This is an optimization exercise on Yosys and OpenROAD, whose aim is a short achievable clock period and few clock cycles per item, not a production implementation.
Function was checked by simulation only, so behaviour that the tests miss may differ from the original.

## triangle_strip_tessellator
module triangle_strip_tessellator
#(
    parameter int MAX_STRIPS = MAX_STRIPS_DEF,
    parameter int COORD_BITS = COORD_BITS_DEF
)
(
    input  logic                  clk,
    input  logic                  rst_n,
    input  logic                  start,
    output logic                  busy,
    input  logic [VEC_BITS-1:0]   corner_bottom_left,
    input  logic [VEC_BITS-1:0]   corner_bottom_right,
    input  logic [VEC_BITS-1:0]   corner_top,
    input  logic [VEC_BITS-1:0]   normal_left,
    input  logic [VEC_BITS-1:0]   normal_right,
    input  logic [VEC_BITS-1:0]   normal_top,
    input  logic                  cfg_wr_en,
    input  logic [STRIP_BITS-1:0] cfg_wr_data,
    output logic                  vertex_valid,
    output logic [VEC_BITS-1:0]   vertex_position,
    output logic [VEC_BITS-1:0]   vertex_normal,
    output logic                  last_vertex
);
    localparam int VW     = LANES * COORD_BITS;
    localparam int SIDE_W = 6 * VW;
    localparam int RES_W  = LEG_LANES * (COORD_BITS + REM_BITS + 1) + STRIP_BITS;
    logic [1:0]            acc, ready, release_slot;
    logic                  rsel, pop, head_ready;
    logic [STRIP_BITS-1:0] n_cur;
    logic [SIDE_W-1:0]     side_data [2];
    logic [RES_W-1:0]      res_data  [2];
    logic [SIDE_W-1:0]     side_rdata;
    logic [RES_W-1:0]      res_rdata;
    tst_front #(
        .MAX_STRIPS (MAX_STRIPS)
    ) u_front (
        .clk          (clk),
        .rst_n        (rst_n),
        .start        (start),
        .busy         (busy),
        .cfg_wr_en    (cfg_wr_en),
        .cfg_wr_data  (cfg_wr_data),
        .n_cur        (n_cur),
        .acc          (acc),
        .pop          (pop),
        .release_slot (release_slot),
        .rsel         (rsel)
    );
    for (genvar i = 0; i < 2; i++)
    begin : g_slot
        tst_queue #(
            .COORD_BITS (COORD_BITS)
        ) u_slot (
            .clk       (clk),
            .rst_n     (rst_n),
            .acc       (acc[i]),
            .release_i (release_slot[i]),
            .bl        (corner_bottom_left[VW-1:0]),
            .br        (corner_bottom_right[VW-1:0]),
  ...
Settings: LEC_CHECK=0, ABC_CLOCK_PERIOD_IN_PS=2000, CAP_MARGIN=20, CORE_MARGIN=2, CORE_UTILIZATION=50, SETUP_SLACK_MARGIN=3.0, SLEW_MARGIN=20; clock period 5.5 ns.
run.sh (not shown) runs the stock make flow with config.mk's settings and CLKGATE_MAP_FILE= SYNTH_SCRIPT=/design/flow/synth_recipe.tcl, a recipe that flattens the netlist after the stock synthesis.
The baseline failed in synthesis (1_2_yosys).
Testbench counts at the start, summed over its fixed seeds: cycles 9,958, vertices 9,852.
Next try:
--- a/flow/config.mk
+++ b/flow/config.mk
@@ -10,4 +10,6 @@
 export CORE_MARGIN = 2
 export CORE_UTILIZATION = 50
+export CTS_CLUSTER_DIAMETER = 80
+export CTS_CLUSTER_SIZE = 50
 export SETUP_SLACK_MARGIN = 3.0
 export SLEW_MARGIN = 20
What happened:
- The changed run failed in synthesis (1_2_yosys)

* * *

run A:
Another version of the RTL of triangle_strip_tessellator (not shown whole).
Size in the first run: ~8000 cells after synthesis, about 400 I/O pins, ~0.090 mm^2 of cells after synthesis.
==> flow/config.mk <==
export PLATFORM = sky130hd
export DESIGN_NAME = triangle_strip_tessellator
export DESIGN_NICKNAME = triangle_strip_tessellator
export VERILOG_FILES = /design/flow/design.v
export SDC_FILE = /design/flow/constraint.sdc
export NUM_CORES = 4
export LEC_CHECK = 0
export ABC_CLOCK_PERIOD_IN_PS = 1000
export CAP_MARGIN = 20
export CORE_MARGIN = 2
export CORE_UTILIZATION = 50
export SETUP_SLACK_MARGIN = 3.3
export SLEW_MARGIN = 20
==> flow/constraint.sdc <==
create_clock -name core_clock -period 5.5 [get_ports {clk}]
set_input_delay 1.1000 -clock core_clock [delete_from_list [all_inputs] [get_ports {clk}]]
set_output_delay 1.1000 -clock core_clock [all_outputs]
set_load 0.01 [all_outputs]
Testbench counts of run A, summed over its fixed seeds: cycles 9,948, vertices 9,852.
Edits applied to the flow inputs when going from run A to run B:
- a change of ABC_CLOCK_PERIOD_IN_PS from 1000 to 1800
Notes after the runs:
- Reported for run B and run A, number of endpoints with negative hold slack in the final report turned out identical to the last digit.
- Wire length of the first global-routing pass: run A vs run B identical
- Re final setup slack of the worst path: no difference whatsoever between run B and run A.
- From run A to run B, worst hold slack did not move at all.
- Diff run A..run B | number of tapcells | unchanged
- Run B: full flow OK, the timing, design-rule and antenna checks passed
- Run B vs. run A: required time of the critical path was more or less identical, time the worst path needs with I/O delays and setup was more or less identical.
- As far as total DRC errors in the routed layout goes, run A and run B are indistinguishable; the numbers are identical.
- Between run A and run B, the gate count of the mapped netlist figures differ only marginally.
- Final critical-path share of the clock period: run B vs run A — no meaningful difference
- Total global-route track usage: run B vs run A, no meaningful difference

[separate check: timing with driven ports]
In the flow no input, the clock included, has a driving cell. The finished layouts below were timed again as built, in two steps.
Step 1 sets driving cells, clkbuf_16 on the clock port and buf_2 on the other inputs (assumed; they add their load-dependent delay and slew).
Step 2 also shifts input and output timing later by t, the mid clock arrival at the registers, as if the neighbouring blocks saw the same clock.
Three values: no drivers, after step 1, after step 2; two values: the first two.
run | t, ns | setup WS [ns] | worst data-port slew with drivers (ns)
run A | 0.918 | 2.794 / 2.794 / 2.102 | 0.22
run B | 0.918 | 2.794 / 2.794 / 2.102 | 0.22
After both steps every run listed still meets setup and hold.
